Source: an optimization exercise on an open RTL-to-GDS flow (aim: small area). Production flows keep margins and buffers that such runs may drop.
The RTL was checked by simulation tests, not by an equivalence proof against the original design.
Power and IR drop assume default switching activity.

===== design/flow/flow/run.sh =====
#!/bin/bash
# The standard layout (standard.sh) with three changes:
#  - synthesis maps logic with an area-oriented abc script (flow/my_synth.tcl),
#  - ports are buffered with the smallest buffer,
#  - the clock tree uses small buffers and no dummy loads.
set -euo pipefail
W=$(pwd)
sed "s#SYNTH_SCRIPT=[^ ]*#SYNTH_SCRIPT=$W/flow/my_synth.tcl#" standard.sh > my_standard.sh
export BUFFER_PORTS_ARGS="-buffer_cell sky130_fd_sc_hd__buf_1"
export REMOVE_ABC_BUFFERS=1
export PLACE_PINS_ARGS="-min_distance 1 -min_distance_in_tracks"
export CTS_ARGS="-sink_clustering_enable -sink_clustering_size 10 -sink_clustering_max_diameter 40 -repair_clock_nets -dont_use_dummy_load -buf_list sky130_fd_sc_hd__clkbuf_4"
bash my_standard.sh finish > standard_flow.log 2>&1

===== design/flow/flow/my_synth.tcl =====
# The standard flow's synthesis (synth_recipe.tcl) with only the abc step's script swapped
# for the area-oriented one beside this file. Registers are mapped before abc,
# so they come out as in the standard synthesis.
set ::my_abc_script [file join [file dirname [file normalize [info script]]] area.abc]
proc abc {args} {
  set i [lsearch -exact $args -script]
  if { $i >= 0 } { lset args [expr {$i + 1}] $::my_abc_script }
  puts "abc with $::my_abc_script"
  yosys abc {*}$args
}
source [file join [file dirname [file dirname [file normalize [info script]]]] synth_recipe.tcl]

===== design/flow/constraint.sdc =====
create_clock -name core_clock -period 5.0 [get_ports {clk}]
set_input_delay 1.0000 -clock core_clock [delete_from_list [all_inputs] [get_ports {clk}]]
set_output_delay 1.0000 -clock core_clock [all_outputs]
set_load 0.01 [all_outputs]

===== design/flow/standard.sh =====
#!/bin/bash
# synth_recipe.tcl (not shown) runs the flow's synth.tcl, then flattens the netlist and writes it again
# the make line also repeats each setting of config.mk as NAME=value (left out here)
make -C /OpenROAD-flow-scripts/flow DESIGN_CONFIG=/design/flow/config.mk WORK_HOME=/design/flow/orfs CLKGATE_MAP_FILE= SYNTH_SCRIPT=/design/flow/synth_recipe.tcl "${@:-finish}"

===== design/flow/config.mk =====
export PLATFORM = sky130hd
export DESIGN_NAME = tdes_enc
export DESIGN_NICKNAME = tdes_enc
export VERILOG_FILES = /design/flow/design.v
export SDC_FILE = /design/flow/constraint.sdc
export NUM_CORES = 4
export LEC_CHECK = 0
export CAP_MARGIN = 20
export CORE_AREA = 5 5 175 175
export DIE_AREA = 0 0 180 180
export SLEW_MARGIN = 20

===== design/flow/design.v =====
`default_nettype none
module tdes_enc (
	input  wire          clk,
	input  wire          rst,
	input  wire  [127:0] pt,
	input  wire  [191:0] keys,
	output logic [127:0] ct,
	output logic [191:0] ek
);
	logic        ld;           
	logic [3:0]  rc;           
	logic        p1, p2, nd;   
	logic [63:0] x_q, y_q, k_q;   
	logic [63:0] e1_q, e2_q;
	wire run   = ~ld & nd;
	wire lastr = (rc == 4'd15);
	function automatic logic [63:0] key_step(input logic [63:0] k);
		logic [15:0] t1, t2, t3, t4;
		t1 = k[63:48] ^ {2'b00, k[13:0]};
		t2 = t1 ^ k[47:32];
		t3 = t2 ^ k[31:16];
		t4 = t3 ^ k[15:0];
		key_step = {t1, t2, t3, t4};
	endfunction
	always_ff @(posedge clk) begin
		ld <= rst;
		rc <= ld ? 4'd0 : rc + 4'd1;
		if (rst) begin
			p1 <= 1'b0;
			p2 <= 1'b0;
			nd <= 1'b1;
		end else if (~ld && lastr) begin
			p1 <= 1'b1;
			p2 <= p1;
			nd <= ~p2;
		end
	end
	always_ff @(posedge clk) begin
		if (ld) begin
			x_q <= ~pt[127:64];
		end else if (run) begin
			if (!(rc == 4'd0 && p1))
				x_q <= y_q;
		end
	end
	always_ff @(posedge clk) begin
		if (ld)
			y_q <= ~pt[63:0];
		else
			y_q <= y_q ^ ({64{run}} & (x_q ^ k_q));
	end
	wire k_en   = ld | (run & ~(lastr & p2));
	wire k_s1   = ld;
	wire k_s2   = ~ld & lastr & ~p1;
	wire k_s3   = ~ld & lastr & p1;
	wire k_step = ~ld & ~lastr;
	wire [63:0] k_nx = ({64{k_s1}} & keys[191:128]) |
	                   ({64{k_s2}} & keys[127:64]) |
	                   ({64{k_s3}} & keys[63:0]) |
	                   ({64{k_step}} & ~(key_step(k_q) ^ 64'h3fff_c000_3fff_c000));
	always_ff @(posedge clk) begin
		if (k_en)
			k_q <= ~k_nx;
	end
	wire e1_en = rst | (run & lastr & ~p1);
	wire e2_en = rst | (run & lastr & p1 & ~p2);
	always_ff @(posedge clk) begin
		if (e1_en)
			e1_q <= ~(k_q | {64{rst}});
		if (e2_en)
			e2_q <= ~(k_q | {64{rst}});
	end
	assign ct = ~({x_q, y_q} | {128{nd}});
	assign ek = {e1_q, e2_q, ~(k_q | {64{nd}})};
endmodule
`default_nettype wire

===== design/flow/flow/area.abc =====
strash
dc2
dch -f
amap

==> results of run 1 <==
through the flow:
stage	util	hold WS (ns)	worst slack, ns	TNS [ns]
final	0.623	0.459	1.43	0
after CTS	0.620	0.448	1.43	0
after floorplan	-	0.414	-7.03	-2236.45
after detailed placement	0.608	0.440	1.72	0
after global routing	0.623	0.446	1.27	0
after global placement	0.608	0.431	1.82	0
worst max path at each step:
stage / startpoint / endpoint / cells after the start
2_1_floorplan: ld$_DFF_P_ / e1_q[0]$_DFFE_PP_ / 5
3_3_place_gp: nd$_SDFFE_PP1N_ / y_q[61]$_DFF_P_ / 9
5_1_grt: nd$_SDFFE_PP1N_ / ct[33] / 3
3_5_place_dp: nd$_SDFFE_PP1N_ / y_q[13]$_DFF_P_ / 8
6_report: nd$_SDFFE_PP1N_ / ct[97] / 3
4_1_cts: nd$_SDFFE_PP1N_ / ct[65] / 3
metal layers:
metal | vias up | GRT usage
li1 | 6595 | -
met4 | 22 | 0.168
met3 | 186 | 0.124
met5 | - | 0.0133
met2 | 799 | 0.496
met1 | 6450 | 0.371
flip-flops by register name (all words and copies together), names as in the netlist:
name  flops
p2        1
rc        4
x_q      64
e2_q     64
e1_q     64
nd        1
ld        1
p1        1
y_q      64
k_q      64
synthesized netlist by cell type, drive strengths merged:
cell type / n / area share
nor2: 390 / 0.10
o22ai: 115 / 0.050
a21oi: 168 / 0.059
a41oi: 1 / 0.00061
a2111oi: 9 / 0.0055
a222oi: 7 / 0.0049
a31oi: 1 / 0.00044
a22o: 43 / 0.026
a22oi: 2 / 0.0011
nor3: 2 / 0.00070
o21ai: 100 / 0.035
a21boi: 6 / 0.0032
nand2: 38 / 0.010
a211oi: 9 / 0.0047
ha: 2 / 0.0018
and3: 2 / 0.00088
nor2b: 19 / 0.0083
dfxtp: 72 / 0.10
clkinv: 69 / 0.018
a221oi: 43 / 0.026
edfxtp: 256 / 0.54
o31ai: 1 / 0.00053
o21a: 1 / 0.00053
layout make-up:
type / count / area share
sequential: 328 / 0.512
clock buffer: 46 / 0.0194
timing repair buffer: 659 / 0.144
antenna: 25 / 0.00351
tap: 384 / 0.0269
multi-input combinational: 959 / 0.279
inverter: 69 / 0.0148
cells by family (layout without fill, tap and decap cells):
kind of cell / count (synthesis) / in the layout / synth area share
AOI/OAI and AO/OA: 506 / 506 / 0.219
adders and majority gates: 2 / 2 / 0.00175
buffers and inverters: 69 / 774 / 0.0181
DFF: 328 / 328 / 0.639
other: 0 / 25 / 0
and+or+nand+nor: 451 / 451 / 0.122
critical path: stages (launching register included):
cell     delay, ns
dfxtp_4       0.70
buf_4         0.76
nor2_1        0.20
buf_1         0.19
power groups by stage:
stage          clock network [uW]  logic (uW)  registers [uW]
2_1_floorplan                   0         700            3750
3_3_place_gp                    0        1090            3780
3_5_place_dp                    0        1130            3790
4_1_cts                      1310        1130            3730
5_1_grt                      1430        1300            3790
6_report                     1280        1140            3740
==> impl_metrics.toml, run 1 <==
[detailed_routing]
wire_per_inst_microns = 21.8
drt_iter0_markers = 1325
vias = 14052
top_layer_used = "met5"
wirelength_mm = 53.9
viasPerCell = 5.69
route.met3.wl_mm = 6.50
drcViolationCount = 0
wl_met2_mm = 24.9
drtPass1Iterations = 5
drtAntennaViolNets = 0
wl_met1_mm = 19.4

[final_layout]
final_common_cell = "buf_1"
final_cell_mix = "buf_1 (640), nor2_1 (387), edfxtp_1 (256)"
area_delta_synth_final_pct = 24.9
multi_input_area_sq_um = 4970
fillers = 2576
drive_gt1_frac = 0.0369
fin_cells = 2470
final-seq-area_sq_um = 9140
design_area_sq_um = 17800
final_nets = 2387

[floorplan]
rows = 62
pin_count = 642
initial_utilization = 0.499
die_area_sq_um = 32400
core_sq_um = 28600
die_w_microns = 180
die_h_microns = 180

[pwr]
vdd_drop_max_mv = 0.202
p_switching_uw = 1910
swShare = 0.309
power_uw = 6160
power_density_nw_per_um2 = 346
combPwrFrac = 0.185
power_leakage_uw = 0.00613
pwr-share-clk = 0.208
p_int_uw = 4260
p_seq_frac = 0.606

[synthesis]
syn_inst = 1356
ys_warn_count = 1
synth_area_per_cell_sq_um = 10.5
ys_ff_latch = 328
yosysSeqAreaShare = 0.639
syn_area_sq_um = 14300
synth_cell_types = 23

[clock_tree]
ctsResizeCount = 0
cts_buffer_depth = 3
cts_tree = "built"
clock-root-buffer = "clkbuf_4"
hold_buffers = 0
postCtsSetupBuffers = 0
clock_latency_ns = 0.67
numCtsBuffers = 46
cts_sinks = 328
htreeDepth = 2
clkSlewWorstSetupHoldPaths_ns = 0.10

[setup_path]
worstSetupPathType = "flop to output port"
arrival_ns = 2.57
cp.required_ns = 4.00
worst-r2r-cell-count = 4
endpoint_kind = "output port"
rrSetupSlack_ns = 1.94
rr_startpoint = "ld$_DFF_P_"
cp-start-kind = "flop"
crit_fanout = 75
r2r_end = "k_q[16]$_DFFE_PP_"

[timing]
skew_ns = 0.0428
rsz0062_at_grt = "false"
finalCritPeriodShare = 0.715
fmax_ghz = 0.280
hold_viol_final = 0
tightest_slew_ns = 0.993
slew_headroom = 0.334
min_period_ns = 3.57
drv_slew = 0
finalSetupViolations = 0

[hold_path]
hold_path_startpoint = "rc[0]$_SDFF_PP0_"
hold_end = "rc[0]$_SDFF_PP0_"
hold_path_depth = 1
hp-class = "flop to flop"

[placed_design]
dpl.hpwl_mm = 38.4
port_buffers = 641
placed_area_sq_um = 17400
routabilityCongestion = 0.953
dp_cells = 2398

[global_route]
track_usage = 0.315
grt_max_degree = 90
grt_pass1_wl_mm = 79.9
grt_pass1_vias = 13650
antenna_found_initial = 35
overflow = 0

[run_status]
outcome = "finished clean"

[flow_run]
maxCapViolCount = 0
==> run 2: changes to the inputs <==
--- a/design/flow/flow/run.sh
+++ b/design/flow/flow/run.sh
@@ -9,5 +9,3 @@
 export BUFFER_PORTS_ARGS="-buffer_cell sky130_fd_sc_hd__buf_1"
-export REMOVE_ABC_BUFFERS=1
-export PLACE_PINS_ARGS="-min_distance 1 -min_distance_in_tracks"
-export CTS_ARGS="-sink_clustering_enable -sink_clustering_size 10 -sink_clustering_max_diameter 40 -repair_clock_nets -dont_use_dummy_load -buf_list sky130_fd_sc_hd__clkbuf_4"
+export CTS_ARGS="-sink_clustering_enable -sink_clustering_size 16 -sink_clustering_max_diameter 50 -repair_clock_nets -dont_use_dummy_load -buf_list sky130_fd_sc_hd__clkbuf_8"
 bash my_standard.sh finish > standard_flow.log 2>&1
--- a/design/flow/config.mk
+++ b/design/flow/config.mk
@@ -8,4 +8,4 @@
 export CAP_MARGIN = 20
-export CORE_AREA = 5 5 175 175
-export DIE_AREA = 0 0 180 180
+export CORE_AREA = 5 5 220 220
+export DIE_AREA = 0 0 225 225
 export SLEW_MARGIN = 20
==> impl_metrics.toml, run 2 <==
[floorplan]
pin_count = 642
core_sq_um = 45600
die_h_microns = 225
rows = 78
die_area_sq_um = 50600
initial_utilization = 0.313
die_w_microns = 225

[clock_tree]
clock-root-buffer = "clkbuf_8"
ctsResizeCount = 0
cts_sinks = 328
cts_tree = "built"
htreeDepth = 2
hold_buffers = 0
numCtsBuffers = 41
cts_buffer_depth = 3
clock_latency_ns = 0.59
postCtsSetupBuffers = 0
clkSlewWorstSetupHoldPaths_ns = 0.06

[synthesis]
synth_top_area_cell = "edfxtp_1"
synth-compound-area-share = 0.219
synth-edff-count = 256
yosysSeqAreaShare = 0.639
synth_top_family_by_area = "compound AO/OA/AOI/OAI gates"
synth_simple_gate_area_share = 0.122
synth_area_per_cell_sq_um = 10.5
synth_cell_types = 23
synth_nets = 1680
async_flop_share = 0
synth_most_common_cell = "nor2_1"
ys_ff_latch = 328
synth.area.top_cells = "edfxtp_1 (54%), nor2_1 (10%), dfxtp_1 (10%)"
syn_area_sq_um = 14300
synth_top_area_share = 0.538
synth_fa_ha_area_frac = 0.00175
ys_warn_count = 1
synth_xor_xnor_area_share = 0
synth_ff_type = "edfxtp_1"
synthTopCellsByCount = "nor2_1 (390), edfxtp_1 (256), a21oi_1 (168)"
syn_inst = 1356
synth_mux_area_frac = 0

[final_layout]
final_nets = 2384
drive_gt1_frac = 0.0355
fin_cells = 2661
final_cell_mix = "buf_1 (640), nor2_1 (387), edfxtp_1 (256)"
area_delta_synth_final_pct = 28.1
final_common_cell = "buf_1"

[timing]
slew_headroom = 0.313
tightest_slew_ns = 1.03
drv_slew = 0
hold_ws_ns = 0.470
skew_ns = 0.0463
min_period_ns = 3.19
finalSetupViolations = 0
tns_ns = 0
finalCritPeriodShare = 0.638
rsz0062_at_grt = "false"
hold_viol_final = 0
fmax_ghz = 0.314

[detailed_routing]
drt_iter0_markers = 1170
vias = 14098
viasPerCell = 5.30
drtPass1Iterations = 6
drtAntennaViolNets = 0
wirelength_mm = 59.6
drcViolationCount = 0
wire_per_inst_microns = 22.4

[pwr]
power_uw = 6590
power_leakage_uw = 0.00624
vdd_drop_max_mv = 0.216
power_density_nw_per_um2 = 360

[setup_path]
arrival_ns = 3.44
cp.required_ns = 5.25
crit_fanout = 30
worstSetupPathType = "flop to flop"
endpoint_kind = "flop"
cp-start-kind = "flop"

[global_route]
antenna_found_initial = 3
track_usage = 0.219
grt_max_degree = 195
grt_pass1_wl_mm = 84.9
grt_pass1_vias = 13683
overflow = 0

[placed_design]
dp_cells = 2617
port_buffers = 641
dpl.hpwl_mm = 41.8
routabilityCongestion = 0.884

[hold_path]
hp-class = "flop to flop"

[run_status]
outcome = "finished clean"

[flow_run]
maxCapViolCount = 0
==> run 2: cell counts after synthesis <==
Identical to the previous run, type by type.
==> run 2: metal layers <==
metal,wire [microns],up-vias,global-route usage
met5,0,-,0
met4,2170,0,0.0835
met3,5330,114,0.0475
met2,28900,800,0.368
met1,23200,6665,0.277
li1,-,6519,-
==> run 2: layout make-up <==
cell class | count | area, sq um
Multi-Input combinational cell | 959 | 4970
Fill cell | 4654 | 27300
Clock buffer | 41 | 564
Tap cell | 600 | 751
Inverter | 69 | 264
Timing Repair Buffer | 661 | 2600
Sequential cell | 328 | 9140
Antenna cell | 3 | 7.51
==> run 2: report_power, final <==
group | internal (uW) | switching [uW]
Sequential | 3390 | 390
Combinational | 450 | 702
Clock | 728 | 933
Total | 4570 | 2020
==> run 2: through the flow <==
step                worst slack, ns  utilization  cell area (sq um)
global route                   1.55        0.401              18300
CTS                            1.78        0.401              18300
detailed placement             1.82        0.389              17700
floorplan                    0.0287            -              14300
finish                         1.81        0.401              18300
global placement               1.87        0.389              17700
==> run 2: cell families (layout without fill, tap and decap cells) <==
logic type               Yosys count  after routing
AO/OA/AOI/OAI                    506            506
AND/OR/NAND/NOR                  451            451
flip-flops                       328            328
buffers and inverters             69            771
adder cells (fa/ha/maj)            2              2
other                              0              3
==> run 2: worst paths after layout <==
check	slack, ns	endpoint	start	cells past startpoint
max	1.81	k_q[28]$_DFFE_PP_	rc[0]$_SDFF_PP0_	10
min reg2reg	0.47	rc[0]$_SDFF_PP0_	rc[0]$_SDFF_PP0_	1
min	0.47	rc[0]$_SDFF_PP0_	rc[0]$_SDFF_PP0_	1
max reg2reg	1.81	k_q[28]$_DFFE_PP_	rc[0]$_SDFF_PP0_	10
==> run 2: critical path: stages, from the launching register on <==
cell and delay, ns:
dfxtp_1 0.38, ha_1 0.20, and3_1 0.24, nand2_1 0.13
clkinv_1 0.16, nand2_1 0.07, buf_4 0.21, inv_2 0.56
buf_4 0.51, a222oi_1 0.19, a21boi_0 0.18
==> run 3: changes to the inputs <==
--- a/design/flow/design.v
+++ b/design/flow/design.v
@@ -37,9 +37,6 @@
 	end
+	wire x_take = ~ld & run & ~(rc == 4'd0 && p1);
+	wire x_hold = ~ld & ~(run & ~(rc == 4'd0 && p1));
 	always_ff @(posedge clk) begin
-		if (ld) begin
-			x_q <= ~pt[127:64];
-		end else if (run) begin
-			if (!(rc == 4'd0 && p1))
-				x_q <= y_q;
-		end
+		x_q <= ~(({64{ld}} & pt[127:64]) | ({64{x_take}} & ~y_q) | ({64{x_hold}} & ~x_q));
 	end
@@ -51,7 +48,7 @@
 	end
-	wire k_en   = ld | (run & ~(lastr & p2));
 	wire k_s1   = ld;
-	wire k_s2   = ~ld & lastr & ~p1;
-	wire k_s3   = ~ld & lastr & p1;
-	wire k_step = ~ld & ~lastr;
+	wire k_s2   = ~ld & lastr & ~p1 & nd;
+	wire k_s3   = ~ld & lastr & p1 & ~p2;
+	wire k_step = ~ld & ~lastr & nd;
+	wire k_hold = ~ld & ((lastr & p2) | ~nd);
 	wire [63:0] k_nx = ({64{k_s1}} & keys[191:128]) |
@@ -59,14 +56,13 @@
 	                   ({64{k_s3}} & keys[63:0]) |
-	                   ({64{k_step}} & ~(key_step(k_q) ^ 64'h3fff_c000_3fff_c000));
+	                   ({64{k_step}} & ~(key_step(k_q) ^ 64'h3fff_c000_3fff_c000)) |
+	                   ({64{k_hold}} & ~k_q);
+	always_ff @(posedge clk)
+		k_q <= ~k_nx;
+	wire e1_ld = ~rst & run & lastr & ~p1;
+	wire e2_ld = ~rst & run & lastr & p1 & ~p2;
+	wire e1_hd = ~rst & ~e1_ld;
+	wire e2_hd = ~rst & ~e2_ld;
 	always_ff @(posedge clk) begin
-		if (k_en)
-			k_q <= ~k_nx;
-	end
-	wire e1_en = rst | (run & lastr & ~p1);
-	wire e2_en = rst | (run & lastr & p1 & ~p2);
-	always_ff @(posedge clk) begin
-		if (e1_en)
-			e1_q <= ~(k_q | {64{rst}});
-		if (e2_en)
-			e2_q <= ~(k_q | {64{rst}});
+		e1_q <= ({64{e1_ld}} & ~k_q) | ({64{e1_hd}} & e1_q);
+		e2_q <= ({64{e2_ld}} & ~k_q) | ({64{e2_hd}} & e2_q);
 	end
--- a/design/flow/flow/run.sh
+++ b/design/flow/flow/run.sh
@@ -9,3 +9,5 @@
 export BUFFER_PORTS_ARGS="-buffer_cell sky130_fd_sc_hd__buf_1"
-export CTS_ARGS="-sink_clustering_enable -sink_clustering_size 16 -sink_clustering_max_diameter 50 -repair_clock_nets -dont_use_dummy_load -buf_list sky130_fd_sc_hd__clkbuf_8"
+export REMOVE_ABC_BUFFERS=1
+export PLACE_PINS_ARGS="-min_distance 1 -min_distance_in_tracks"
+export CTS_ARGS="-sink_clustering_enable -sink_clustering_size 10 -sink_clustering_max_diameter 40 -repair_clock_nets -dont_use_dummy_load -buf_list sky130_fd_sc_hd__clkbuf_4"
 bash my_standard.sh finish > standard_flow.log 2>&1
==> design/flow/flow/area.abc (replaced) <==
&get -n
&st
&dch
&nf -R 1000 -p -E 100
&put
--- a/design/flow/config.mk
+++ b/design/flow/config.mk
@@ -8,4 +8,4 @@
 export CAP_MARGIN = 20
-export CORE_AREA = 5 5 220 220
-export DIE_AREA = 0 0 225 225
+export CORE_AREA = 5 5 175 175
+export DIE_AREA = 0 0 180 180
 export SLEW_MARGIN = 20
==> impl_metrics.toml, run 3 <==
[pwr]
power_uw = 7380
power_density_nw_per_um2 = 439
vdd_drop_max_mv = 0.212
power_leakage_uw = 0.00591

[synthesis]
synth_most_common_cell = "dfxtp_1"
synth_ff_type = "dfxtp_1"
syn_inst = 1407
synthTopCellsByCount = "dfxtp_1 (328), o21ai_0 (204), nor2_1 (203)"
synth_cell_types = 26
async_flop_share = 0
synth-edff-count = 0
synth_top_area_share = 0.493
synth_area_per_cell_sq_um = 9.46
yosysSeqAreaShare = 0.493
syn_area_sq_um = 13300
synth_top_area_cell = "dfxtp_1"
ys_warn_count = 1
synth.area.top_cells = "dfxtp_1 (49%), o221a_1 (9.1%), o21ai_0 (7.7%)"
ys_ff_latch = 328

[detailed_routing]
vias = 14067
viasPerCell = 5.62
wirelength_mm = 51.9
drtAntennaViolNets = 0
wire_per_inst_microns = 20.7
drtPass1Iterations = 9
drt_iter0_markers = 1159
drcViolationCount = 0

[setup_path]
worstSetupPathType = "flop to flop"
endpoint_kind = "flop"
cp-start-kind = "flop"
crit_fanout = 65
cp.required_ns = 5.58
arrival_ns = 4.39

[placed_design]
dp_cells = 2446
port_buffers = 641
dpl.hpwl_mm = 36.1
routabilityCongestion = 0.959

[final_layout]
fillers = 2785
area_delta_synth_final_pct = 26.2
final_common_cell = "buf_1"
fin_cells = 2503
final_cell_mix = "buf_1 (641), dfxtp_1 (326), o21ai_0 (204)"
drive_gt1_frac = 0.0355
multi_input_area_sq_um = 6810
final_nets = 2436
final-seq-area_sq_um = 6570

[global_route]
track_usage = 0.298
grt_pass1_vias = 13332
grt_pass1_wl_mm = 77.8
antenna_found_initial = 13
grt_max_degree = 200
overflow = 0

[timing]
finalCritPeriodShare = 0.763
tns_ns = 0
fmax_ghz = 0.262
slew_headroom = 0.267
tightest_slew_ns = 1.10
hold_viol_final = 0
drv_slew = 0
skew_ns = 0.0653
rsz0062_at_grt = "false"
min_period_ns = 3.82
finalSetupViolations = 0

[floorplan]
initial_utilization = 0.465
die_w_microns = 180
rows = 62
die_area_sq_um = 32400
die_h_microns = 180
core_sq_um = 28600
pin_count = 642

[clock_tree]
numCtsBuffers = 48
clkSlewWorstSetupHoldPaths_ns = 0.09
clock-root-buffer = "clkbuf_4"
clock_latency_ns = 0.69
cts_buffer_depth = 3
cts_tree = "built"
ctsResizeCount = 0
htreeDepth = 2
postCtsSetupBuffers = 0
hold_buffers = 0
cts_sinks = 328

[hold_path]
hp-class = "flop to flop"

[run_status]
outcome = "finished clean"

[flow_run]
maxCapViolCount = 0
run 3: cell types whose count changed in the layout (fill, tap and decap cells not counted), moves of 96 or more:
cell / change
xnor2_1: +96
dfxtp_1: +256
nor2_1: -187
o21ai_0: +105
o22ai_1: -115
o221a_1: +108
nand2_1: +162
edfxtp_1: -256
run 3: final cells by class:
| class | count | share of cell area |
|---|---|---|
| antenna | 9 | 0.00134 |
| clock buffer | 48 | 0.0214 |
| inverter | 2 | 0.000447 |
| multi-input combinational | 1077 | 0.405 |
| sequential | 328 | 0.391 |
| tap | 384 | 0.0286 |
| timing repair buffer | 655 | 0.152 |
run 3: report_power, final:
group	internal (uW)	switching, uW
registers	3190	833
clock network	440	874
logic	1150	893
total	4780	2600
run 3: cell families (layout without fill, tap and decap cells):
logic type               Yosys count  in the layout  synth area share
AND/OR/NAND/NOR                  417            417             0.120
buffers and inverters              2            705          0.000564
flip-flops                       328            328             0.493
multiplexers                      64             64            0.0481
XOR/XNOR                         128            128            0.0842
other                              0              9                 0
adder cells (fa/ha/maj)            2              2           0.00188
AO/OA/AOI/OAI                    466            466             0.252
run 3: final timing paths:
check / end / start / slack (ns) / depth (start not counted)
max reg2reg: x_q[63]$_DFF_P_ / nd$_SDFFE_PP1N_ / 1.18 / 4
max: x_q[63]$_DFF_P_ / nd$_SDFFE_PP1N_ / 1.18 / 4
min reg2reg: e2_q[4]$_DFF_P_ / e2_q[4]$_DFF_P_ / 0.45 / 2
min: e2_q[4]$_DFF_P_ / e2_q[4]$_DFF_P_ / 0.45 / 2
run 3: critical path, stage by stage (launching register included):
cell and delay [ns]:
dfxtp_4 0.70, nor2b_4 0.83, nand2_4 0.77, nand2b_4 1.01, o221a_1 0.34
run 3: metrics by stage:
step,hold WS [ns],utilization,setup slack [ns],cell area (sq um)
detailed placement,0.440,0.574,1.19,16400
global placement,0.433,0.573,1.30,16400
global route,0.436,0.587,0.974,16800
floorplan,0.418,-,-5.70,13300
CTS,0.404,0.587,1.12,16800
finish,0.452,0.587,1.18,16800
run 3: per-layer routing:
metal	GRT usage	routed length (microns)	part of all wire	up-vias
met2	0.467	23400	0.45	749
met4	0.130	2200	0.042	10
met3	0.0992	5730	0.11	145
met5	0	65	0.0013	-
met1	0.375	20500	0.40	6508
li1	-	-	-	6655
==> run 4: changes to the inputs <==
==> design/flow/flow/area.abc (replaced) <==
&get -n
&st
&dch -f
&nf -R 1000 -p -E 100
&st
&dch -f
&nf -R 1000 -p -E 100
&put
==> impl_metrics.toml, run 4 <==
[run_status]
outcome = "finished clean"

[synthesis]
synth.area.top_cells = "dfxtp_1 (50%), o21ai_0 (9.1%), nor2_1 (7.9%)"
syn_area_sq_um = 13000
synth-edff-count = 0
async_flop_share = 0
synthTopCellsByCount = "dfxtp_1 (328), nor2_1 (275), o21ai_0 (238)"
ys_ff_latch = 328
synth_top_area_share = 0.503
syn_inst = 1513
yosysSeqAreaShare = 0.503
ys_warn_count = 1
synth_most_common_cell = "dfxtp_1"
synth_top_area_cell = "dfxtp_1"
synth_ff_type = "dfxtp_1"
synth_cell_types = 29
synth_area_per_cell_sq_um = 8.62

[clock_tree]
hold_buffers = 0
cts_sinks = 328
clock-root-buffer = "clkbuf_4"
clkSlewWorstSetupHoldPaths_ns = 0.08
postCtsSetupBuffers = 0
cts_buffer_depth = 3
ctsResizeCount = 0
cts_tree = "built"
clock_latency_ns = 0.70
htreeDepth = 2
numCtsBuffers = 48

[pwr]
swShare = 0.363
vdd_drop_max_mv = 0.222
power_density_nw_per_um2 = 426
pwr-share-clk = 0.186
power_leakage_uw = 0.00583
combPwrFrac = 0.264
p_int_uw = 4480
p_switching_uw = 2560
power_uw = 7040
p_seq_frac = 0.550

[timing]
hold_ws_ns = 0.452
hold_viol_final = 0
tightest_slew_ns = 0.981
min_period_ns = 3.61
drv_slew = 0
finalCritPeriodShare = 0.722
finalSetupViolations = 0
rsz0062_at_grt = "false"
slew_headroom = 0.346
skew_ns = 0.0737
fmax_ghz = 0.277

[final_layout]
final_cell_mix = "buf_1 (641), dfxtp_1 (326), nor2_1 (274)"
drive_gt1_frac = 0.0338
final_nets = 2543
fillers = 2885
fin_cells = 2609
final_common_cell = "buf_1"
design_area_sq_um = 16500
area_delta_synth_final_pct = 26.6
final_util = 0.577

[global_route]
track_usage = 0.303
antenna_found_initial = 8
overflow = 0
grt_pass1_vias = 13775
grt_pass1_wl_mm = 79.3
grt_max_degree = 203

[setup_path]
crit_fanout = 95
cp-start-kind = "flop"
crit_family = "buffers and inverters"
worstPathCellList = "buf_4, nor2_1, buf_1"
endpoint_kind = "output port"
worstSetupPathType = "flop to output port"
arrival_ns = 2.61
rrSetupSlack_ns = 1.95
cp.required_ns = 4.00
crit_path_max_incr_delay_ns = 0.83
crit_buf_inv = 2
crit_path_top_delay_cell = "buf_4"

[floorplan]
die_area_sq_um = 32400
core_sq_um = 28600
die_h_microns = 180
rows = 62
pin_count = 642
die_w_microns = 180
initial_utilization = 0.456

[detailed_routing]
drt_iter0_markers = 1169
wire_per_inst_microns = 20.3
viasPerCell = 5.59
drtPass1Iterations = 7
vias = 14588
wirelength_mm = 53.0
drcViolationCount = 0
drtAntennaViolNets = 0

[flow_run]
maxCapViolCount = 0

[placed_design]
routabilityCongestion = 0.953
placed_area_sq_um = 16100
dpl.hpwl_mm = 37.0
dp_cells = 2553
port_buffers = 641

[hold_path]
hp-class = "flop to flop"
[run 4: cell types whose count changed in the layout (fill, tap and decap cells not counted), moves of 34 or more]
| cell | change |
|---|---|
| xnor2_1 | -70 |
| o221a_1 | -92 |
| o21ai_0 | +34 |
| a222oi_1 | -45 |
| a221oi_1 | +43 |
| xor2_1 | +67 |
| a21oi_1 | +115 |
| a22oi_1 | +37 |
| nand2_1 | -56 |
| mux2i_1 | -64 |
| o22ai_1 | +54 |
| nor2_1 | +74 |
[run 4: power by group through the flow]
stage          registers, uW  logic [uW]  clock network (uW)
6_report                3870        1860                1310
3_5_place_dp            3920        1840                   0
3_3_place_gp            3900        1810                   0
2_1_floorplan           3660        1530                   0
4_1_cts                 3860        1860                1350
5_1_grt                 3960        2110                1460
[run 4: per-stage QoR]
step,worst slack [ns],setup TNS [ns]
5_1_grt,1.21,0
3_5_place_dp,2.01,0
2_1_floorplan,-5.72,-1250.66
3_3_place_gp,2.05,0
6_report,1.39,0
4_1_cts,1.37,0
[run 4: routing by layer]
metal	part of all wire	track usage
met1	0.39	0.377
met2	0.46	0.480
met3	0.099	0.0823
met4	0.060	0.165
met5	0	0
[run 4: final cells by class]
type                    count  area, sq um  share of cell area
well taps                 384          480              0.0291
repair buffers            656         2540               0.154
inverters                   3         11.3            0.000682
multi-input cells        1182         6520               0.395
diodes                      8         20.0             0.00121
flip-flops and latches    328         6570               0.398
clock buffers              48          360              0.0218
[run 4: worst reg2reg max path, cell delays in order, from the launching register on]
cell and delay, ns:
dfxtp_4 0.83, buf_12 0.72, nand2b_4 0.99, o22ai_1 0.24
a21oi_1 0.15
[run 4: worst paths after layout]
| check | startpoint | endpoint | cells past startpoint |
|---|---|---|---|
| worst min-delay path | e1_q[14]$_DFF_P_ | e1_q[14]$_DFF_P_ | 2 |
| worst max-delay path | nd$_SDFFE_PP1N_ | ct[126] | 3 |
| worst min register to register | e1_q[14]$_DFF_P_ | e1_q[14]$_DFF_P_ | 2 |
| worst max register to register | ld$_DFF_P_ | x_q[42]$_DFF_P_ | 4 |
[run 4: cells by family after synthesis]
kind of cell	count (synthesis)	synth area share
adders and majority gates	2	0.00192
DFF	328	0.503
and+or+nand+nor	434	0.127
buffers and inverters	3	0.000863
xor gates and xnor gates	125	0.0839
AOI/OAI and AO/OA	621	0.282
==> run 5: changes to the inputs <==
--- a/design/flow/config.mk
+++ b/design/flow/config.mk
@@ -8,4 +8,4 @@
 export CAP_MARGIN = 20
-export CORE_AREA = 5 5 175 175
-export DIE_AREA = 0 0 180 180
+export CORE_AREA = 5 5 155 155
+export DIE_AREA = 0 0 160 160
 export SLEW_MARGIN = 20
==> impl_metrics.toml, run 5 <==
[placed_design]
dpl.hpwl_mm = 35.6
routabilityCongestion = 0.976
placed_area_sq_um = 16000
dp_cells = 2449
port_buffers = 641
dpl_worst_slack_ns = 1.80

[hold_path]
hp-class = "flop to flop"

[global_route]
grt_pass1_wl_mm = 78.8
grt_pass1_vias = 14337
overflow = 0
antenna_found_initial = 6
grt_max_degree = 99
track_usage = 0.376

[clock_tree]
ctsResizeCount = 0
cts_sinks = 328
numCtsBuffers = 44
clock_latency_ns = 0.67
cts_tree = "built"
cts_buffer_depth = 3
postCtsSetupBuffers = 0
hold_buffers = 0
htreeDepth = 2
clkSlewWorstSetupHoldPaths_ns = 0.10
clock-root-buffer = "clkbuf_4"

[floorplan]
die_w_microns = 160
die_h_microns = 160
pin_count = 642
initial_utilization = 0.594
core_sq_um = 22000
rows = 54
die_area_sq_um = 25600

[detailed_routing]
drtAntennaViolNets = 0
wire_per_inst_microns = 20.5
vias = 15097
viasPerCell = 6.04
drtPass1Iterations = 6
drt_iter0_markers = 1697
wirelength_mm = 51.3
drcViolationCount = 0

[synthesis]
synth-edff-count = 0
ys_ff_latch = 328
yosysSeqAreaShare = 0.503
synth_cell_types = 29
synth_most_common_cell = "dfxtp_1"
synth.area.top_cells = "dfxtp_1 (50%), o21ai_0 (9.1%), nor2_1 (7.9%)"
syn_inst = 1513
synth_top_area_share = 0.503
syn_area_sq_um = 13000
ys_warn_count = 1
synth_ff_type = "dfxtp_1"
synth_area_per_cell_sq_um = 8.62
synthTopCellsByCount = "dfxtp_1 (328), nor2_1 (275), o21ai_0 (238)"
async_flop_share = 0
synth_top_area_cell = "dfxtp_1"

[setup_path]
worstPathCellList = "buf_4, nor2_1, buf_1"
crit_fanout = 74
cp-start-kind = "flop"
rrSetupSlack_ns = 1.71
arrival_ns = 2.53
crit_path_max_incr_delay_ns = 0.75
crit_path_top_delay_cell = "dfxtp_4"
worstSetupPathType = "flop to output port"
cp.required_ns = 4.00
endpoint_kind = "output port"

[timing]
slew_headroom = 0.289
min_period_ns = 3.53
hold_viol_final = 0
drv_slew = 0
worst_slack_ns = 1.47
skew_ns = 0.0609
tightest_slew_ns = 1.06
finalSetupViolations = 0
rsz0062_at_grt = "false"
fmax_ghz = 0.283
finalCritPeriodShare = 0.707

[final_layout]
design_area_sq_um = 16300
fin_cells = 2498
final_nets = 2539
drive_gt1_frac = 0.0321
area_delta_synth_final_pct = 25.2
fillers = 1847
final_cell_mix = "buf_1 (641), dfxtp_1 (326), nor2_1 (274)"
final_common_cell = "buf_1"

[pwr]
pwr-share-clk = 0.179
combPwrFrac = 0.272
vdd_drop_max_mv = 0.300
swShare = 0.363
p_switching_uw = 2530
power_density_nw_per_um2 = 427
power_uw = 6980
p_int_uw = 4450
power_leakage_uw = 0.00581
p_seq_frac = 0.549

[run_status]
outcome = "finished clean"

[flow_run]
maxCapViolCount = 0
## run 5: cell counts after synthesis
Identical to the previous run, type by type.
## run 5: layer usage
metal  vias up  share of wire  GRT usage
li1       6921              -          -
met1      6981           0.36      0.442
met2       960           0.45      0.591
met3       231           0.12      0.129
met4         4          0.067      0.237
met5         -        0.00053          0
## run 5: cell type report
| type | count | area, sq um | share of cell area |
|---|---|---|---|
| inverter | 3 | 11.3 | 0.000690 |
| timing repair buffer | 656 | 2530 | 0.155 |
| multi-input combinational | 1182 | 6520 | 0.399 |
| clock buffer | 44 | 330 | 0.0202 |
| antenna | 5 | 12.5 | 0.000766 |
| tap | 280 | 350 | 0.0215 |
| sequential | 328 | 6570 | 0.403 |
## run 5: cell families (layout without fill, tap and decap cells)
group / after synthesis / after routing / synth area share
DFF: 328 / 328 / 0.503
adders and majority gates: 2 / 2 / 0.00192
other: 0 / 5 / 0
buffers and inverters: 3 / 703 / 0.000863
xor gates and xnor gates: 125 / 125 / 0.0839
AOI/OAI and AO/OA: 621 / 621 / 0.282
and+or+nand+nor: 434 / 434 / 0.127
## run 5: power groups by stage
stage	Clock (uW)	Sequential [uW]	Combinational (uW)
floorplan	0	3660	1530
global placement	0	3840	1810
detailed placement	0	3860	1860
CTS	1260	3800	1880
global route	1370	3910	2130
finish	1250	3830	1900
## run 5: critical path, delay by kind of cell (launching register included)
| family | cells | cell delay (ns) |
|---|---|---|
| buf+inv | 2 | 0.89 |
| flops | 1 | 0.75 |
| simple gates | 1 | 0.18 |
## run 5: worst paths after layout
check | cells after the start | start | endpoint
max reg2reg | 4 | ld$_DFF_P_ | x_q[49]$_DFF_P_
max | 3 | nd$_SDFFE_PP1N_ | ek[8]
min | 2 | e2_q[9]$_DFF_P_ | e2_q[9]$_DFF_P_
min reg2reg | 2 | e2_q[9]$_DFF_P_ | e2_q[9]$_DFF_P_
## run 5: per-stage QoR
| stage | util | TNS, ns | hold slack, ns |
|---|---|---|---|
| 4_1_cts | 0.743 | 0 | 0.459 |
| 3_5_place_dp | 0.728 | 0 | 0.440 |
| 3_3_place_gp | 0.728 | 0 | 0.432 |
| 5_1_grt | 0.744 | 0 | 0.477 |
| 2_1_floorplan | - | -1250.66 | 0.426 |
| 6_report | 0.744 | 0 | 0.456 |
==> run 6: changes to the inputs <==
--- a/design/flow/config.mk
+++ b/design/flow/config.mk
@@ -10,2 +10,3 @@
 export DIE_AREA = 0 0 160 160
+export GPL_TIMING_DRIVEN = 0
 export SLEW_MARGIN = 20
==> impl_metrics.toml, run 6 <==
[timing]
min_period_ns = 3.89
worst_slack_ns = 1.11
finalCritPeriodShare = 0.778
rsz0062_at_grt = "false"
hold_viol_final = 0
finalSetupViolations = 0
tightest_slew_ns = 0.914
slew_headroom = 0.389
fmax_ghz = 0.257
tns_ns = 0
drv_slew = 0
skew_ns = 0.0555

[final_layout]
area_delta_synth_final_pct = 28.5
final_util = 0.763
final_nets = 2546
drive_gt1_frac = 0.0351
final_cell_mix = "buf_1 (641), dfxtp_1 (326), nor2_1 (274)"
design_area_sq_um = 16800
final_common_cell = "buf_1"

[pwr]
vdd_drop_max_mv = 0.243
power_density_nw_per_um2 = 417
power_uw = 6990
power_leakage_uw = 0.00599

[synthesis]
synth_top_area_cell = "dfxtp_1"
ys_warn_count = 1
synth_most_common_cell = "dfxtp_1"
synthTopCellsByCount = "dfxtp_1 (328), nor2_1 (275), o21ai_0 (238)"
synth.area.top_cells = "dfxtp_1 (50%), o21ai_0 (9.1%), nor2_1 (7.9%)"
syn_inst = 1513
synth_area_per_cell_sq_um = 8.62
synth_cell_types = 29
yosysSeqAreaShare = 0.503
ys_ff_latch = 328
synth_ff_type = "dfxtp_1"
synth_top_area_share = 0.503
async_flop_share = 0
synth-edff-count = 0
syn_area_sq_um = 13000

[setup_path]
cp-start-kind = "flop"
endpoint_kind = "flop"
crit_path_top_delay_cell = "dfxtp_4"
worstSetupPathType = "flop to flop"
crit_path_max_incr_delay_ns = 0.89
crit_buf_inv = 4
crit_fanout = 68
cp.required_ns = 5.58
crit_family = "simple AND/OR/NAND/NOR gates"
arrival_ns = 4.47
worstPathCellList = "buf_16, nor2b_4, buf_16, nand2_4, buf_12, nand2b_4, buf_12, o22ai_1, a21oi_1"

[clock_tree]
clock-root-buffer = "clkbuf_4"
clkSlewWorstSetupHoldPaths_ns = 0.10
cts_sinks = 328
clock_latency_ns = 0.67
cts_tree = "built"
htreeDepth = 2
ctsResizeCount = 0
postCtsSetupBuffers = 0
cts_buffer_depth = 3
numCtsBuffers = 43
hold_buffers = 0

[placed_design]
routabilityCongestion = 0.931
placed_area_sq_um = 16400
dpl.hpwl_mm = 37.5
dpl_worst_slack_ns = 1.15
port_buffers = 641

[floorplan]
pin_count = 642
initial_utilization = 0.594
die_w_microns = 160
core_sq_um = 22000
rows = 54
die_area_sq_um = 25600
die_h_microns = 160

[flow_run]
maxCapViolCount = 0

[global_route]
grt_pass1_vias = 14370
grt_max_degree = 69
antenna_found_initial = 12
grt_pass1_wl_mm = 80.2
overflow = 0
track_usage = 0.387

[detailed_routing]
viasPerCell = 6.08
drcViolationCount = 0
wirelength_mm = 53.0
drtAntennaViolNets = 0
wire_per_inst_microns = 21.1
drtPass1Iterations = 10
vias = 15264
drt_iter0_markers = 1692

[run_status]
outcome = "finished clean"

[hold_path]
hp-class = "flop to flop"
==> run 6: cell types whose count changed in the layout (fill, tap and decap cells not counted), sizes merged <==
| cell | change |
|---|---|
| diode | +5 |
| buf | +8 |
| clkbuf | -1 |
==> run 6: cells by family after synthesis <==
kind of cell,Yosys count,synth area share
buf+inv,3,0.000863
simple gates,434,0.127
compound gates,621,0.282
flops,328,0.503
xor+xnor,125,0.0839
fa+ha+maj,2,0.00192
==> run 6: worst paths after layout <==
| path | depth (start not counted) | slack (ns) | startpoint | end |
|---|---|---|---|---|
| worst max-delay path | 9 | 1.11 | nd$_SDFFE_PP1N_ | x_q[58]$_DFF_P_ |
| worst min-delay path | 2 | 0.46 | e1_q[23]$_DFF_P_ | e1_q[23]$_DFF_P_ |
| worst max register to register | 9 | 1.11 | nd$_SDFFE_PP1N_ | x_q[58]$_DFF_P_ |
| worst min register to register | 2 | 0.46 | e1_q[23]$_DFF_P_ | e1_q[23]$_DFF_P_ |
==> run 6: tightest hold or removal path, stage by stage, from the launching register on <==
cell	delay [ns]
dfxtp_1	0.33
nand2_1	0.04
o21ai_0	0.05
==> run 6: layer usage <==
metal | global-route usage | vias up | part of all wire
met4 | 0.251 | 12 | 0.069
met5 | 0 | - | 0.0015
met2 | 0.609 | 1013 | 0.45
met1 | 0.447 | 7037 | 0.35
li1 | - | 6961 | -
met3 | 0.139 | 241 | 0.13
==> run 6: stage by stage <==
| step | cells | hold slack (ns) |
|---|---|---|
| global placement | 2434 | 0.433 |
| CTS | 2500 | 0.461 |
| finish | 2510 | 0.456 |
| detailed placement | 2457 | 0.440 |
| floorplan | 1513 | 0.426 |
| global route | 2506 | 0.467 |
==> run 6: where the power goes <==
| part | total (uW) | internal, uW | leakage (uW) | switching [uW] |
|---|---|---|---|---|
| Combinational | 1950 | 972 | 0.00308 | 975 |
| Sequential | 3800 | 3090 | 0.00272 | 712 |
| Clock | 1240 | 397 | 0.000198 | 844 |
| Total | 6990 | 4460 | 0.00599 | 2530 |
==> run 6: cell type report <==
type                    instances  area [sq um]
flip-flops and latches        328          6570
multi-input cells            1182          6530
fillers                      1811          5190
repair buffers                664          2950
well taps                     280           350
clock buffers                  43           323
diodes                         10          25.0
inverters                       3          11.3
==> run 7: changes to the inputs <==
--- a/design/flow/config.mk
+++ b/design/flow/config.mk
@@ -8,5 +8,4 @@
 export CAP_MARGIN = 20
-export CORE_AREA = 5 5 155 155
-export DIE_AREA = 0 0 160 160
-export GPL_TIMING_DRIVEN = 0
+export CORE_AREA = 5 5 165 165
+export DIE_AREA = 0 0 170 170
 export SLEW_MARGIN = 20
==> impl_metrics.toml, run 7 <==
[pwr]
power_density_nw_per_um2 = 426
combPwrFrac = 0.270
p_switching_uw = 2550
vdd_drop_max_mv = 0.241
p_int_uw = 4450
swShare = 0.364
p_seq_frac = 0.549
pwr-share-clk = 0.181
power_uw = 7000
power_leakage_uw = 0.00582

[timing]
slew_headroom = 0.358
min_period_ns = 3.67
rsz0062_at_grt = "false"
tns_ns = 0
finalSetupViolations = 0
drv_slew = 0
tightest_slew_ns = 0.963
fmax_ghz = 0.273
finalCritPeriodShare = 0.734
worst_slack_ns = 1.33
skew_ns = 0.0513
hold_viol_final = 0

[global_route]
grtUsageMet1 = 0.397
grt_pass1_wl_mm = 78.5
grt_pass1_vias = 14216
grt_max_degree = 82
track_usage = 0.340
antenna_found_initial = 10
overflow = 0
use_met3 = 0.135
grtUsageMet2 = 0.525
grt_busiest_layer = "met2"

[run_status]
outcome = "finished clean"

[final_layout]
final_nets = 2543
final-seq-area_sq_um = 6570
final_cell_mix = "buf_1 (641), dfxtp_1 (326), nor2_1 (274)"
multi_input_area_sq_um = 6520
fillers = 2394
area_delta_synth_final_pct = 25.9
final_common_cell = "buf_1"
drive_gt1_frac = 0.0338
design_area_sq_um = 16400

[setup_path]
rrSetupSlack_ns = 1.83
cp.required_ns = 4.00
worstSetupPathType = "flop to output port"
r2r_end = "e2_q[9]$_DFF_P_"
endpoint_kind = "output port"
cp-start-kind = "flop"
rr_startpoint = "rc[0]$_SDFF_PP0_"
worst-r2r-cell-count = 8
crit_start = "nd$_SDFFE_PP1N_"
crit_fanout = 81
arrival_ns = 2.67

[clock_tree]
clock-root-buffer = "clkbuf_4"
htreeDepth = 2
hold_buffers = 0
cts_buffer_depth = 3
clock_latency_ns = 0.68
clkSlewWorstSetupHoldPaths_ns = 0.09
numCtsBuffers = 45
cts_sinks = 328
postCtsSetupBuffers = 0
cts_tree = "built"
ctsResizeCount = 0

[floorplan]
pin_count = 642
rows = 58
die_h_microns = 170
die_w_microns = 170
core_sq_um = 25200
die_area_sq_um = 28900
initial_utilization = 0.518

[hold_path]
hold_end = "e1_q[50]$_DFF_P_"
hp-class = "flop to flop"
hold_path_startpoint = "e1_q[50]$_DFF_P_"
hold_path_depth = 2

[detailed_routing]
drt_iter0_markers = 1185
drcViolationCount = 0
drtPass1Iterations = 7
drtAntennaViolNets = 0
wire_per_inst_microns = 20.6
vias = 14815
wirelength_mm = 52.5
viasPerCell = 5.80

[synthesis]
synth.area.top_cells = "dfxtp_1 (50%), o21ai_0 (9.1%), nor2_1 (7.9%)"
synth-edff-count = 0
synth_area_per_cell_sq_um = 8.62
synth_cell_types = 29
synth_top_area_cell = "dfxtp_1"
synthTopCellsByCount = "dfxtp_1 (328), nor2_1 (275), o21ai_0 (238)"
ys_warn_count = 1
ys_ff_latch = 328
async_flop_share = 0
synth_ff_type = "dfxtp_1"
synth_top_area_share = 0.503
syn_area_sq_um = 13000
yosysSeqAreaShare = 0.503
syn_inst = 1513
synth_most_common_cell = "dfxtp_1"

[placed_design]
placed_area_sq_um = 16100
port_buffers = 641
routabilityCongestion = 0.975
dpl_worst_slack_ns = 1.48
dpl.hpwl_mm = 37.4

[flow_run]
maxCapViolCount = 0
==> run 7: cell counts after synthesis <==
No cell type changed its count.
==> run 7: critical path, stage by stage, from the launching register on <==
cell,delay (ns)
dfxtp_4,0.82
buf_4,0.76
nor2_1,0.18
buf_1,0.18
==> run 7: worst max-delay path by stage <==
stage | slack [ns] | cells after the start | endpoint
floorplan | -5.72 | 5 | x_q[10]$_DFF_P_
global placement | 1.64 | 8 | e2_q[34]$_DFF_P_
detailed placement | 1.48 | 8 | e2_q[9]$_DFF_P_
CTS | 1.33 | 3 | ct[31]
global route | 1.15 | 3 | ct[104]
finish | 1.33 | 3 | ct[113]
==> run 7: kinds of logic (layout without fill, tap and decap cells) <==
kind of cell,after synthesis,count (layout),share of synthesized area
XOR/XNOR,125,125,0.0839
AO/OA/AOI/OAI,621,621,0.282
buffers and inverters,3,707,0.000863
AND/OR/NAND/NOR,434,434,0.127
adder cells (fa/ha/maj),2,2,0.00192
other,0,7,0
flip-flops,328,328,0.503
==> run 7: layout make-up <==
type                            count  share of cell area
Antenna cell                        7             0.00107
Clock buffer                       45              0.0206
Timing Repair Buffer              659               0.156
Sequential cell                   328               0.400
Tap cell                          330              0.0251
Inverter                            3            0.000686
Multi-Input combinational cell   1182               0.397
==> run 7: power by group through the flow <==
stage / clock [uW] / combinational (uW) / sequential (uW)
floorplan: 0 / 1530 / 3660
global placement: 0 / 1830 / 3870
detailed placement: 0 / 1870 / 3890
CTS: 1300 / 1890 / 3830
global route: 1420 / 2130 / 3940
finish: 1270 / 1890 / 3840
==> run 7: stage by stage <==
stage               utilization  hold slack, ns  instances
global placement          0.638           0.433       2502
global route              0.652           0.420       2554
floorplan                     -           0.426       1513
CTS                       0.651           0.436       2547
detailed placement        0.638           0.440       2502
finish                    0.652           0.453       2554
==> run 7: metal layers <==
| layer | wire length, microns | part of all wire |
|---|---|---|
| met3 | 6700 | 0.13 |
| met5 | 37 | 0.00070 |
| met4 | 3500 | 0.067 |
| met1 | 19100 | 0.36 |
| met2 | 23200 | 0.44 |
==> run 8: changes to the inputs <==
--- a/design/flow/flow/run.sh
+++ b/design/flow/flow/run.sh
@@ -11,3 +11,3 @@
 export PLACE_PINS_ARGS="-min_distance 1 -min_distance_in_tracks"
-export CTS_ARGS="-sink_clustering_enable -sink_clustering_size 10 -sink_clustering_max_diameter 40 -repair_clock_nets -dont_use_dummy_load -buf_list sky130_fd_sc_hd__clkbuf_4"
+export CTS_ARGS="-sink_clustering_enable -sink_clustering_size 10 -sink_clustering_max_diameter 30 -repair_clock_nets -dont_use_dummy_load -buf_list sky130_fd_sc_hd__clkbuf_4"
 bash my_standard.sh finish > standard_flow.log 2>&1
==> impl_metrics.toml, run 8 <==
[run_status]
outcome = "finished clean"

[timing]
finalSetupViolations = 0
fmax_ghz = 0.278
rsz0062_at_grt = "false"
min_period_ns = 3.59
hold_viol_final = 0
tightest_slew_ns = 0.955
skew_ns = 0.105
finalCritPeriodShare = 0.718
drv_slew = 0
hold_ws_ns = 0.451
slew_headroom = 0.363
worst_slack_ns = 1.41

[synthesis]
synth_most_common_cell = "dfxtp_1"
ys_warn_count = 1
synth_top_area_cell = "dfxtp_1"
synth.area.top_cells = "dfxtp_1 (50%), o21ai_0 (9.1%), nor2_1 (7.9%)"
ys_ff_latch = 328
syn_area_sq_um = 13000
synth_area_per_cell_sq_um = 8.62
async_flop_share = 0
syn_inst = 1513
synth_top_area_share = 0.503
synth-edff-count = 0
synth_ff_type = "dfxtp_1"
synthTopCellsByCount = "dfxtp_1 (328), nor2_1 (275), o21ai_0 (238)"
yosysSeqAreaShare = 0.503
synth_cell_types = 29

[final_layout]
design_area_sq_um = 16600
drive_gt1_frac = 0.0433
final_cell_mix = "buf_1 (641), dfxtp_1 (326), nor2_1 (274)"
fillers = 2371
final_nets = 2565
area_delta_synth_final_pct = 27.3
final_common_cell = "buf_1"

[pwr]
p_seq_frac = 0.530
power_leakage_uw = 0.00592
p_switching_uw = 2600
pwr-share-clk = 0.209
swShare = 0.358
combPwrFrac = 0.261
p_int_uw = 4660
power_density_nw_per_um2 = 437
vdd_drop_max_mv = 0.283

[flow_run]
maxCapViolCount = 0

[floorplan]
core_sq_um = 25200
pin_count = 642
initial_utilization = 0.518
rows = 58
die_h_microns = 170
die_area_sq_um = 28900
die_w_microns = 170

[setup_path]
worst-r2r-cell-count = 8
cp-start-kind = "flop"
worstSetupPathType = "flop to output port"
cp.required_ns = 4.00
endpoint_kind = "output port"
crit_fanout = 81
arrival_ns = 2.59

[placed_design]
routabilityCongestion = 0.975
dpl_worst_slack_ns = 1.48
port_buffers = 641
placed_area_sq_um = 16100
dpl.hpwl_mm = 37.4

[hold_path]
hp-class = "flop to flop"
hold_path_depth = 2

[detailed_routing]
drcViolationCount = 0
drtPass1Iterations = 6
drt_iter0_markers = 1232
viasPerCell = 5.76
vias = 14857
wirelength_mm = 52.6
drtAntennaViolNets = 0
wire_per_inst_microns = 20.4

[clock_tree]
clkSlewWorstSetupHoldPaths_ns = 0.06
postCtsSetupBuffers = 0
cts_buffer_depth = 3
clock_latency_ns = 0.69
cts_sinks = 328
clock-root-buffer = "clkbuf_4"
htreeDepth = 3
hold_buffers = 0
cts_tree = "built"
numCtsBuffers = 67
ctsResizeCount = 0

[global_route]
grt_pass1_wl_mm = 78.9
antenna_found_initial = 12
overflow = 0
grt_pass1_vias = 14464
track_usage = 0.343
grt_max_degree = 82
## run 8: cell counts after synthesis
Identical to the previous run, type by type.
## run 8: final timing paths
check                         from               end  slack, ns
setup / recovery   nd$_SDFFE_PP1N_           ct[104]       1.41
hold / removal    e1_q[11]$_DFF_P_  e1_q[11]$_DFF_P_       0.45
setup reg to reg  rc[0]$_SDFF_PP0_  e1_q[22]$_DFF_P_       1.89
hold reg to reg   e1_q[11]$_DFF_P_  e1_q[11]$_DFF_P_       0.45
## run 8: cell families (layout without fill, tap and decap cells)
logic type	count (synthesis)	in the layout	synth area share
AOI/OAI and AO/OA	621	621	0.282
xor gates and xnor gates	125	125	0.0839
adders and majority gates	2	2	0.00192
buffers and inverters	3	729	0.000863
DFF	328	328	0.503
other	0	11	0
and+or+nand+nor	434	434	0.127
## run 8: per-layer routing
metal / wire length [microns] / up-vias / global-route usage
li1: - / 6985 / -
met1: 19200 / 6836 / 0.396
met2: 23400 / 820 / 0.530
met3: 6410 / 212 / 0.133
met4: 3610 / 4 / 0.225
met5: 23 / - / 0
## run 8: worst max-delay path, cell delays in order (launching register included)
cell and delay (ns):
dfxtp_4 0.80, buf_4 0.75, nor2_1 0.17, buf_1 0.17
## run 8: power by group through the flow
| stage | sequential, uW | clock, uW | combinational (uW) |
|---|---|---|---|
| after detailed placement | 3890 | 0 | 1870 |
| after global placement | 3870 | 0 | 1830 |
| after global routing | 3940 | 1680 | 2130 |
| final | 3840 | 1520 | 1890 |
| after CTS | 3830 | 1560 | 1890 |
| after floorplan | 3660 | 0 | 1530 |
## run 8: final cells by class
cell class                      instances  area (sq um)  share of cell area
Inverter                                3          11.3            0.000678
Clock buffer                           67           503              0.0303
Antenna cell                           11          27.5             0.00166
Timing Repair Buffer                  659          2550               0.154
Sequential cell                       328          6570               0.396
Tap cell                              330           413              0.0249
Multi-Input combinational cell       1182          6520               0.393
## run 8: through the flow
step                setup TNS, ns  instances  total power (uW)   util
floorplan                -1250.66       1513              5190      -
global placement                0       2502              5700  0.638
finish                          0       2580              7260  0.659
CTS                             0       2569              7290  0.658
global route                    0       2578              7760  0.659
detailed placement              0       2502              5760  0.638
==> run 9: changes to the inputs <==
--- a/design/flow/config.mk
+++ b/design/flow/config.mk
@@ -8,4 +8,4 @@
 export CAP_MARGIN = 20
-export CORE_AREA = 5 5 165 165
-export DIE_AREA = 0 0 170 170
+export CORE_AREA = 5 5 175 175
+export DIE_AREA = 0 0 180 180
 export SLEW_MARGIN = 20
==> impl_metrics.toml, run 9 <==
[floorplan]
die_w_microns = 180
core_sq_um = 28600
rows = 62
die_h_microns = 180
initial_utilization = 0.456
pin_count = 642
die_area_sq_um = 32400

[global_route]
grt_pass1_wl_mm = 79.8
grt_busiest_layer = "met2"
grt_pass1_vias = 14118
grtUsageMet1 = 0.369
overflow = 0
antenna_found_initial = 11
track_usage = 0.307
use_met3 = 0.0992
grt_max_degree = 203
grtUsageMet2 = 0.482

[clock_tree]
cts_tree = "built"
cts_buffer_depth = 3
numCtsBuffers = 79
htreeDepth = 3
clock-root-buffer = "clkbuf_4"
cts_sinks = 328
clkSlewWorstSetupHoldPaths_ns = 0.06
ctsResizeCount = 0
clock_latency_ns = 0.70
hold_buffers = 0
postCtsSetupBuffers = 0

[timing]
finalSetupViolations = 0
drv_slew = 0
hold_viol_final = 0
tightest_slew_ns = 0.987
min_period_ns = 3.60
slew_headroom = 0.342
fmax_ghz = 0.277
hold_ws_ns = 0.448
finalCritPeriodShare = 0.721
tns_ns = 0
rsz0062_at_grt = "false"
skew_ns = 0.0790

[synthesis]
synth-edff-count = 0
syn_area_sq_um = 13000
synth_most_common_cell = "dfxtp_1"
synth_area_per_cell_sq_um = 8.62
async_flop_share = 0
synth_ff_type = "dfxtp_1"
synth_cell_types = 29
synth_top_area_cell = "dfxtp_1"
yosysSeqAreaShare = 0.503
synth_top_area_share = 0.503
synthTopCellsByCount = "dfxtp_1 (328), nor2_1 (275), o21ai_0 (238)"
ys_warn_count = 1
synth.area.top_cells = "dfxtp_1 (50%), o21ai_0 (9.1%), nor2_1 (7.9%)"
ys_ff_latch = 328
syn_inst = 1513

[final_layout]
final_cell_mix = "buf_1 (641), dfxtp_1 (326), nor2_1 (274)"
drive_gt1_frac = 0.0472
design_area_sq_um = 16700
final_nets = 2574
final_common_cell = "buf_1"
fin_cells = 2642
area_delta_synth_final_pct = 28.4

[detailed_routing]
drt_iter0_markers = 1100
wirelength_mm = 53.5
drcViolationCount = 0
vias = 14744
wire_per_inst_microns = 20.3
viasPerCell = 5.58
drtPass1Iterations = 9
drtAntennaViolNets = 0

[pwr]
combPwrFrac = 0.252
p_switching_uw = 2630
power_leakage_uw = 0.00597
vdd_drop_max_mv = 0.237
p_int_uw = 4760
p_seq_frac = 0.524
swShare = 0.356
power_density_nw_per_um2 = 442
pwr-share-clk = 0.225

[placed_design]
dpl.hpwl_mm = 37.0
routabilityCongestion = 0.953
dp_cells = 2553
placed_area_sq_um = 16100
port_buffers = 641

[flow_run]
maxCapViolCount = 0

[setup_path]
cp-start-kind = "flop"
worstPathCellList = "buf_4, nor2_1, buf_1"
arrival_ns = 2.60
crit_fanout = 95
crit_path_max_incr_delay_ns = 0.83
crit_path_top_delay_cell = "buf_4"
cp.required_ns = 4.00
endpoint_kind = "output port"
worstSetupPathType = "flop to output port"

[run_status]
outcome = "finished clean"

[hold_path]
hp-class = "flop to flop"
run 9: cell counts after synthesis:
No cell type changed its count.
run 9: metrics by stage:
step / worst slack [ns] / power, uW / util
floorplan: -5.72 / 5190 / -
global placement: 2.05 / 5720 / 0.563
detailed placement: 2.01 / 5760 / 0.563
CTS: 1.39 / 7440 / 0.584
global route: 1.23 / 7920 / 0.585
finish: 1.40 / 7390 / 0.585
run 9: path summary, 6_finish.rpt:
path / start / endpoint / slack (ns) / cells after the start
hold reg to reg: e1_q[40]$_DFF_P_ / e1_q[40]$_DFF_P_ / 0.45 / 2
setup reg to reg: ld$_DFF_P_ / e1_q[26]$_DFF_P_ / 1.97 / 8
hold / removal: e1_q[40]$_DFF_P_ / e1_q[40]$_DFF_P_ / 0.45 / 2
setup / recovery: nd$_SDFFE_PP1N_ / ct[12] / 1.40 / 3
run 9: cell families after synthesis:
| group | after synthesis | synth area share |
|---|---|---|
| adder cells (fa/ha/maj) | 2 | 0.00192 |
| AO/OA/AOI/OAI | 621 | 0.282 |
| flip-flops | 328 | 0.503 |
| AND/OR/NAND/NOR | 434 | 0.127 |
| buffers and inverters | 3 | 0.000863 |
| XOR/XNOR | 125 | 0.0839 |
run 9: final cells by class:
cell class	count	area (sq um)
Antenna cell	10	25.0
Clock buffer	79	593
Fill cell	2876	11900
Inverter	3	11.3
Multi-Input combinational cell	1182	6520
Sequential cell	328	6570
Tap cell	384	480
Timing Repair Buffer	656	2540
run 9: power groups by stage:
| stage | logic (uW) | registers (uW) | clock network, uW |
|---|---|---|---|
| finish | 1860 | 3870 | 1660 |
| global route | 2120 | 3960 | 1840 |
| CTS | 1860 | 3860 | 1710 |
| detailed placement | 1840 | 3920 | 0 |
| global placement | 1810 | 3900 | 0 |
| floorplan | 1530 | 3660 | 0 |
run 9: per-layer routing:
metal | wire [microns] | share of wire
met3 | 4980 | 0.093
met1 | 20800 | 0.39
met4 | 3170 | 0.059
met2 | 24500 | 0.46
met5 | 13 | 0.00024
run 9: worst max-delay path, delay by kind of cell, from the launching register on:
family | cells | cell delay, ns
DFF | 1 | 0.70
buffers and inverters | 2 | 1.01
and+or+nand+nor | 1 | 0.15
==> run 10: changes to the inputs <==
--- a/design/flow/flow/run.sh
+++ b/design/flow/flow/run.sh
@@ -11,3 +11,3 @@
 export PLACE_PINS_ARGS="-min_distance 1 -min_distance_in_tracks"
-export CTS_ARGS="-sink_clustering_enable -sink_clustering_size 10 -sink_clustering_max_diameter 30 -repair_clock_nets -dont_use_dummy_load -buf_list sky130_fd_sc_hd__clkbuf_4"
+export CTS_ARGS="-sink_clustering_enable -sink_clustering_size 8 -sink_clustering_max_diameter 50 -repair_clock_nets -dont_use_dummy_load -buf_list sky130_fd_sc_hd__clkbuf_4"
 bash my_standard.sh finish > standard_flow.log 2>&1
--- a/design/flow/config.mk
+++ b/design/flow/config.mk
@@ -8,4 +8,4 @@
 export CAP_MARGIN = 20
-export CORE_AREA = 5 5 175 175
-export DIE_AREA = 0 0 180 180
+export CORE_AREA = 5 5 145 145
+export DIE_AREA = 0 0 150 150
 export SLEW_MARGIN = 20
==> impl_metrics.toml, run 10 <==
[detailed_routing]
drtAntennaViolNets = 0
drtPass1Iterations = 7
wire_per_inst_microns = 20.9
viasPerCell = 6.26
vias = 15584
drcViolationCount = 0
drt_iter0_markers = 1524
wirelength_mm = 51.9

[timing]
drv_slew = 0
rsz0062_at_grt = "false"
tightest_slew_ns = 0.960
hold_viol_final = 0
slew_headroom = 0.360
min_period_ns = 3.66
worst_slack_ns = 1.34
skew_ns = 0.0487
hold_ws_ns = 0.459
finalCritPeriodShare = 0.733
finalSetupViolations = 0
fmax_ghz = 0.273

[setup_path]
cp-start-kind = "flop"
worstSetupPathType = "flop to output port"
crit_path_max_incr_delay_ns = 0.99
cp.required_ns = 4.00
worstPathCellList = "buf_4, nor2_1, buf_1"
endpoint_kind = "output port"
crit_path_top_delay_cell = "dfxtp_4"
arrival_ns = 2.66
crit_fanout = 88

[clock_tree]
numCtsBuffers = 47
hold_buffers = 0
cts_buffer_depth = 3
htreeDepth = 2
clock_latency_ns = 0.67
ctsResizeCount = 0
postCtsSetupBuffers = 0
clkSlewWorstSetupHoldPaths_ns = 0.09
clock-root-buffer = "clkbuf_4"
cts_sinks = 328
cts_tree = "built"

[run_status]
outcome = "finished clean"

[synthesis]
synth_area_per_cell_sq_um = 8.62
ys_warn_count = 1
yosysSeqAreaShare = 0.503
synth_most_common_cell = "dfxtp_1"
synth_top_area_cell = "dfxtp_1"
synth_cell_types = 29
syn_area_sq_um = 13000
synth.area.top_cells = "dfxtp_1 (50%), o21ai_0 (9.1%), nor2_1 (7.9%)"
synthTopCellsByCount = "dfxtp_1 (328), nor2_1 (275), o21ai_0 (238)"
async_flop_share = 0
syn_inst = 1513
synth_top_area_share = 0.503
ys_ff_latch = 328
synth-edff-count = 0
synth_ff_type = "dfxtp_1"

[floorplan]
die_w_microns = 150
core_sq_um = 19400
rows = 51
die_h_microns = 150
pin_count = 642
initial_utilization = 0.672
die_area_sq_um = 22500

[flow_run]
maxCapViolCount = 0

[placed_design]
port_buffers = 641
dpl.hpwl_mm = 36.5
dp_cells = 2437
routabilityCongestion = 0.983
dpl_worst_slack_ns = 1.93

[global_route]
grt_pass1_wl_mm = 76.7
grt_pass1_vias = 14623
overflow = 0
grt_max_degree = 91
track_usage = 0.430
antenna_found_initial = 2

[pwr]
power_leakage_uw = 0.00584
power_density_nw_per_um2 = 431
vdd_drop_max_mv = 0.352
power_uw = 7050

[final_layout]
final_util = 0.843
drive_gt1_frac = 0.0347
final_cell_mix = "buf_1 (641), dfxtp_1 (326), nor2_1 (274)"
final_nets = 2545
area_delta_synth_final_pct = 25.4
final_common_cell = "buf_1"
fin_cells = 2488

[hold_path]
hp-class = "flop to flop"
==> run 10: cell counts after synthesis <==
Identical to the previous run, type by type.
==> run 10: where the power goes <==
group	internal (uW)	total (uW)	switching [uW]
sequential	3090	3850	755
combinational	949	1920	975
clock	432	1280	845
==> run 10: metal layers <==
layer,part of all wire,global-route usage
met3,0.14,0.153
met4,0.077,0.298
met5,0,0
met1,0.34,0.495
met2,0.45,0.669
==> run 10: cell families after synthesis <==
logic type | Yosys count | synth area share
DFF | 328 | 0.503
xor gates and xnor gates | 125 | 0.0839
adders and majority gates | 2 | 0.00192
buffers and inverters | 3 | 0.000863
and+or+nand+nor | 434 | 0.127
AOI/OAI and AO/OA | 621 | 0.282
==> run 10: path summary, 6_finish.rpt <==
path	start	end	slack (ns)	cells past startpoint
worst max-delay path	nd$_SDFFE_PP1N_	ct[104]	1.34	3
worst min-delay path	e1_q[21]$_DFF_P_	e1_q[21]$_DFF_P_	0.46	2
worst max register to register	ld$_DFF_P_	x_q[18]$_DFF_P_	1.78	5
worst min register to register	e1_q[21]$_DFF_P_	e1_q[21]$_DFF_P_	0.46	2
==> run 10: final cells by class <==
type	count	area (sq um)
sequential	328	6570
multi-input combinational	1182	6520
fill	1348	3050
timing repair buffer	659	2550
clock buffer	47	353
tap	265	332
inverter	3	11.3
antenna	4	10.0
==> run 10: metrics by stage <==
| stage | instance area [sq um] | TNS [ns] |
|---|---|---|
| after floorplan | 13000 | -1250.66 |
| after global placement | 16000 | 0 |
| after detailed placement | 16000 | 0 |
| after CTS | 16300 | 0 |
| after global routing | 16300 | 0 |
| final | 16400 | 0 |
==> run 10: worst max-delay path: cells and delay by family (launching register included) <==
family,cells,cell delay (ns)
buffers and inverters,2,0.85
flip-flops,1,0.99
AND/OR/NAND/NOR,1,0.13

-- re-timing with driven ports --
How much do the figures lean on ideal ports? The routed layouts below were timed once more, with nothing changed but the port constraints.
Step 1: set_driving_cell puts a clkbuf_16 on clk and a buf_2 on each other input, an assumption about the parent block.
Step 2, shift: input delay + t, output delay - t, t = (earliest + latest rising clock arrival at the registers) / 2. This alone moves slack from input paths to output paths.
Three values: ideal ports, drivers, drivers and shift; two values: the first two.
run	shift t [ns]	setup slack, ns
run 1	0.702	1.427 / 1.380 / 1.941
run 2	0.627	1.812 / 1.810 / 1.812
run 3	0.702	1.183 / 1.183 / 1.183
run 4	0.707	1.390 / 1.344 / 1.952
run 5	0.680	1.466 / 1.422 / 1.708
run 6	0.686	1.112 / 1.112 / 1.112
run 7	0.706	1.331 / 1.285 / 1.830
run 8	0.684	1.409 / 1.362 / 1.892
run 9	0.691	1.396 / 1.350 / 1.973
run 10	0.693	1.337 / 1.292 / 1.777
After both steps every run listed still meets setup and hold.
